This design comes from an exercise in tuning for small area, a short achievable clock period and few clock cycles on the open sky130 flow, not from production work.
In this exercise RTL edits were held to simulation tests only and were not proved equivalent to the original.
Power and IR drop assume default switching activity.

Design sa_tile, start of the top module:
module sa_tile (
    input  logic          clk,
    input  logic          rst_n,
    input  logic          start,
    input  logic [15:0]   k_len,
    input  logic          in_valid,
    output logic          in_ready,
    input  logic [31:0]   a_in,
    input  logic [31:0]   b_in,
    output logic          out_valid,
    input  logic          out_ready,
    output logic [1:0]    out_row,
    output logic [127:0]  out_data,
    output logic          busy,
    output logic          done
);
For scale: about 6900 cells after synthesis, ~220 I/O pins.
clock: 9.0 ns
lec_check: 0
cap_margin: 20
core_margin: 2
core_utilization: 65
place_density: 0.72
setup_slack_margin: 5
slew_margin: 20
run.sh (not shown) runs the stock make flow with config.mk's settings and CLKGATE_MAP_FILE= SYNTH_SCRIPT=/design/flow/synth_recipe.tcl, a recipe that flattens the netlist after the stock synthesis.
Testbench counts at the start, summed over its fixed seeds: cycles 17,359.
Then changed:
==> flow/flow/run.sh (new file) <==
#!/bin/bash
# Standard layout, with plain buffers (buf_2) as the port buffers instead of
# the resizer's default pick. make's full output goes to flow_make.log.
set -euo pipefail
bash standard.sh "BUFFER_PORTS_ARGS=-buffer_cell sky130_fd_sc_hd__buf_2" finish > flow_make.log 2>&1
==> flow/standard.sh (new file) <==
#!/bin/bash
# synth_recipe.tcl (not shown) runs the flow's synth.tcl, then flattens the netlist and writes it again
# the make line also repeats each setting of config.mk as NAME=value (left out here)
make -C /OpenROAD-flow-scripts/flow DESIGN_CONFIG=/design/flow/config.mk WORK_HOME=/design/flow/orfs CLKGATE_MAP_FILE= SYNTH_SCRIPT=/design/flow/synth_recipe.tcl "${@:-finish}"
Settings changed: CORE_UTILIZATION 65 to 60, CTS_CLUSTER_DIAMETER set to 80, CTS_CLUSTER_SIZE set to 24, PLACE_DENSITY 0.72 to 0.68, SETUP_SLACK_MARGIN 5 to 4.6.
removed: flow/run.sh
Effect: The changed run finished with timing, DRC and antenna clean; total power is lower by about a fifth; setup slack improved by 0.029 ns; sequential share of layout area is higher by 2.5 points; first-iteration DRC count is lower by well over a third; routed wire length is lower by about a fifth.

* * *

Setup of delta:
Starting RTL as in the previous note.
clock: 9.0 ns
lec_check: 0
cap_margin: 20
core_margin: 2
core_utilization: 60
place_density: 0.68
setup_slack_margin: 4.7
slew_margin: 20
Stock flow here: none of the scripts above is used.
delta finished every step from synthesis to the final layout, and the layout passed the timing, DRC and antenna checks.
Testbench counts of delta, summed over its fixed seeds: cycles 17,359.
Setup changes, delta to garnet
# delta
export LEC_CHECK = 0
export CAP_MARGIN = 20
export CORE_MARGIN = 2
export CORE_UTILIZATION = 60
export PLACE_DENSITY = 0.68
export SETUP_SLACK_MARGIN = 4.7
export SLEW_MARGIN = 20
create_clock -name core_clock -period 9.0 [get_ports {clk}]
# garnet
export LEC_CHECK = 0
export CAP_MARGIN = 20
export CORE_MARGIN = 2
export CORE_UTILIZATION = 40
export SETUP_SLACK_MARGIN = 5
export SLEW_MARGIN = 20
create_clock -name core_clock -period 9.0 [get_ports {clk}]
| portion of the layout cell area used by non-clock buffers | higher: garnet |
Side by side, shortest clock period the worst path allows after layout turned out lower in garnet than in delta.
Reported for garnet and delta, quantity of hold-fixing buffers added after cts turned out identical to the last digit.
| hold slack | delta vs garnet | ≈ equal |
delta ended up with sel[3][2] as its launch point of the worst path; garnet ended up with a_r[11].
Row vias per cell: garnet lower / delta higher
For delta, the top metal layer carrying routed signals was met5, unlike garnet, where it was met4.
Diff delta -> garnet | required time at the endpoint of the critical path | increase of 2.41 ns
Edits applied to the flow inputs when going from garnet to cedar:
# garnet
export LEC_CHECK = 0
export CAP_MARGIN = 20
export CORE_MARGIN = 2
export CORE_UTILIZATION = 40
export SETUP_SLACK_MARGIN = 5
export SLEW_MARGIN = 20
create_clock -name core_clock -period 9.0 [get_ports {clk}]
# cedar
export LEC_CHECK = 0
export CAP_MARGIN = 20
export CORE_MARGIN = 2
export CORE_UTILIZATION = 60
export PLACE_DENSITY = 0.68
export SETUP_SLACK_MARGIN = 4.85
export SLEW_MARGIN = 20
create_clock -name core_clock -period 9.0 [get_ports {clk}]
==> flow/flow/run.sh (new file) <==
#!/bin/bash
# Standard layout, with plain buffers (buf_2) as the port buffers instead of
# the resizer's default pick. make's full output goes to flow_make.log.
set -euo pipefail
bash standard.sh "BUFFER_PORTS_ARGS=-buffer_cell sky130_fd_sc_hd__buf_2" finish > flow_make.log 2>&1
==> flow/standard.sh (new file) <==
#!/bin/bash
# synth_recipe.tcl (not shown) runs the flow's synth.tcl, then flattens the netlist and writes it again
# the make line also repeats each setting of config.mk as NAME=value (left out here)
make -C /OpenROAD-flow-scripts/flow DESIGN_CONFIG=/design/flow/config.mk WORK_HOME=/design/flow/orfs CLKGATE_MAP_FILE= SYNTH_SCRIPT=/design/flow/synth_recipe.tcl "${@:-finish}"
removed: flow/run.sh
### Flow results
cedar | status: complete | timing, DRC, antenna: pass. In the reports for cedar and garnet, the smaller combinational power belongs to cedar. Portion of total power attributed to the clock network is higher on cedar. Comparing cedar against garnet, there is no change at all in share of cell area taken by muxes after synthesis. Compared with garnet, in cedar post-cts gate resize count now sits lower; via count lost about 2%; instance area at placement decreased 3.1%; number of failing setup endpoints in the final timing report now sits at about the same level.
## Diff of input files: quartz against cedar
# cedar
export LEC_CHECK = 0
export CAP_MARGIN = 20
export CORE_MARGIN = 2
export CORE_UTILIZATION = 60
export PLACE_DENSITY = 0.68
export SETUP_SLACK_MARGIN = 4.85
export SLEW_MARGIN = 20
create_clock -name core_clock -period 9.0 [get_ports {clk}]
# quartz
export LEC_CHECK = 0
export CAP_MARGIN = 10
export CORE_MARGIN = 2
export CORE_UTILIZATION = 60
export CTS_CLUSTER_DIAMETER = 80
export CTS_CLUSTER_SIZE = 24
export PLACE_DENSITY = 0.68
export SETUP_SLACK_MARGIN = 4.7
export SLEW_MARGIN = 10
create_clock -name core_clock -period 9.0 [get_ports {clk}]
--- outcome ---
Taking cedar as the reference, in quartz number of clock buffer instances in the layout down 46%; share of total power in sequential cells up 1.9 points; number of global-route vias before repair flat; effective utilization at floorplan flat. Compared with cedar, quartz shows a lower clock group total power. Layout-stage area growth over the synthesis result on quartz is down relative to cedar. cedar reports its start point of the critical path as two_r[0][1] while quartz reports a_r[13]. From cedar to quartz, number of tap cells added at floorplan did not move at all. Between quartz and cedar, it is quartz whose detailed router's first-iteration violation count is lower, by about 15%. cedar has lower data arrival at the endpoint of the critical path than quartz.

afterwards: timing with drivers on the ports:
Ports are ideal in the flow. The routed layouts listed here were re-timed in OpenROAD. Step 1 (the two cells are an assumption about what drives the block):
set clk [get_ports {clk}]
set_driving_cell -lib_cell sky130_fd_sc_hd__clkbuf_16 $clk
set_driving_cell -lib_cell sky130_fd_sc_hd__buf_2 [delete_from_list [all_inputs] $clk]
Step 2 moves the port delays by t, midway between the first and last clock arrival at a register: inputs arrive t later, outputs are due t later. That takes back most of the time a late clock gives input paths. a / b / c = ideal / step 1 / step 2; a / b = the first two.
run	t, ns	setup slack, ns	hold slack, ns	latest minus earliest clock arrival (ns)
the first run of note 1	0.772	4.659 / 4.659 / 4.557	0.354 / 0.354 / 0.354	0.041 / 0.041
the second run of note 1	0.749	4.688 / 4.614 / 4.753	0.383 / 0.383 / 0.383	0.040 / 0.040
delta	0.754	4.708 / 4.636 / 4.479	0.354 / 0.354 / 0.354	0.028 / 0.029
garnet	0.789	4.848 / 4.848 / 4.545	0.355 / 0.355 / 0.355	0.056 / 0.056
cedar	0.756	4.861 / 4.861 / 4.861	0.368 / 0.368 / 0.368	0.048 / 0.047
quartz	0.744	4.809 / 4.774 / 4.809	0.373 / 0.373 / 0.373	0.041 / 0.041
After both steps setup and hold are still met in every run listed. For garnet, which loses most, drivers alone change the setup slack by 0.000 ns; drivers and shift together by -0.303 ns.
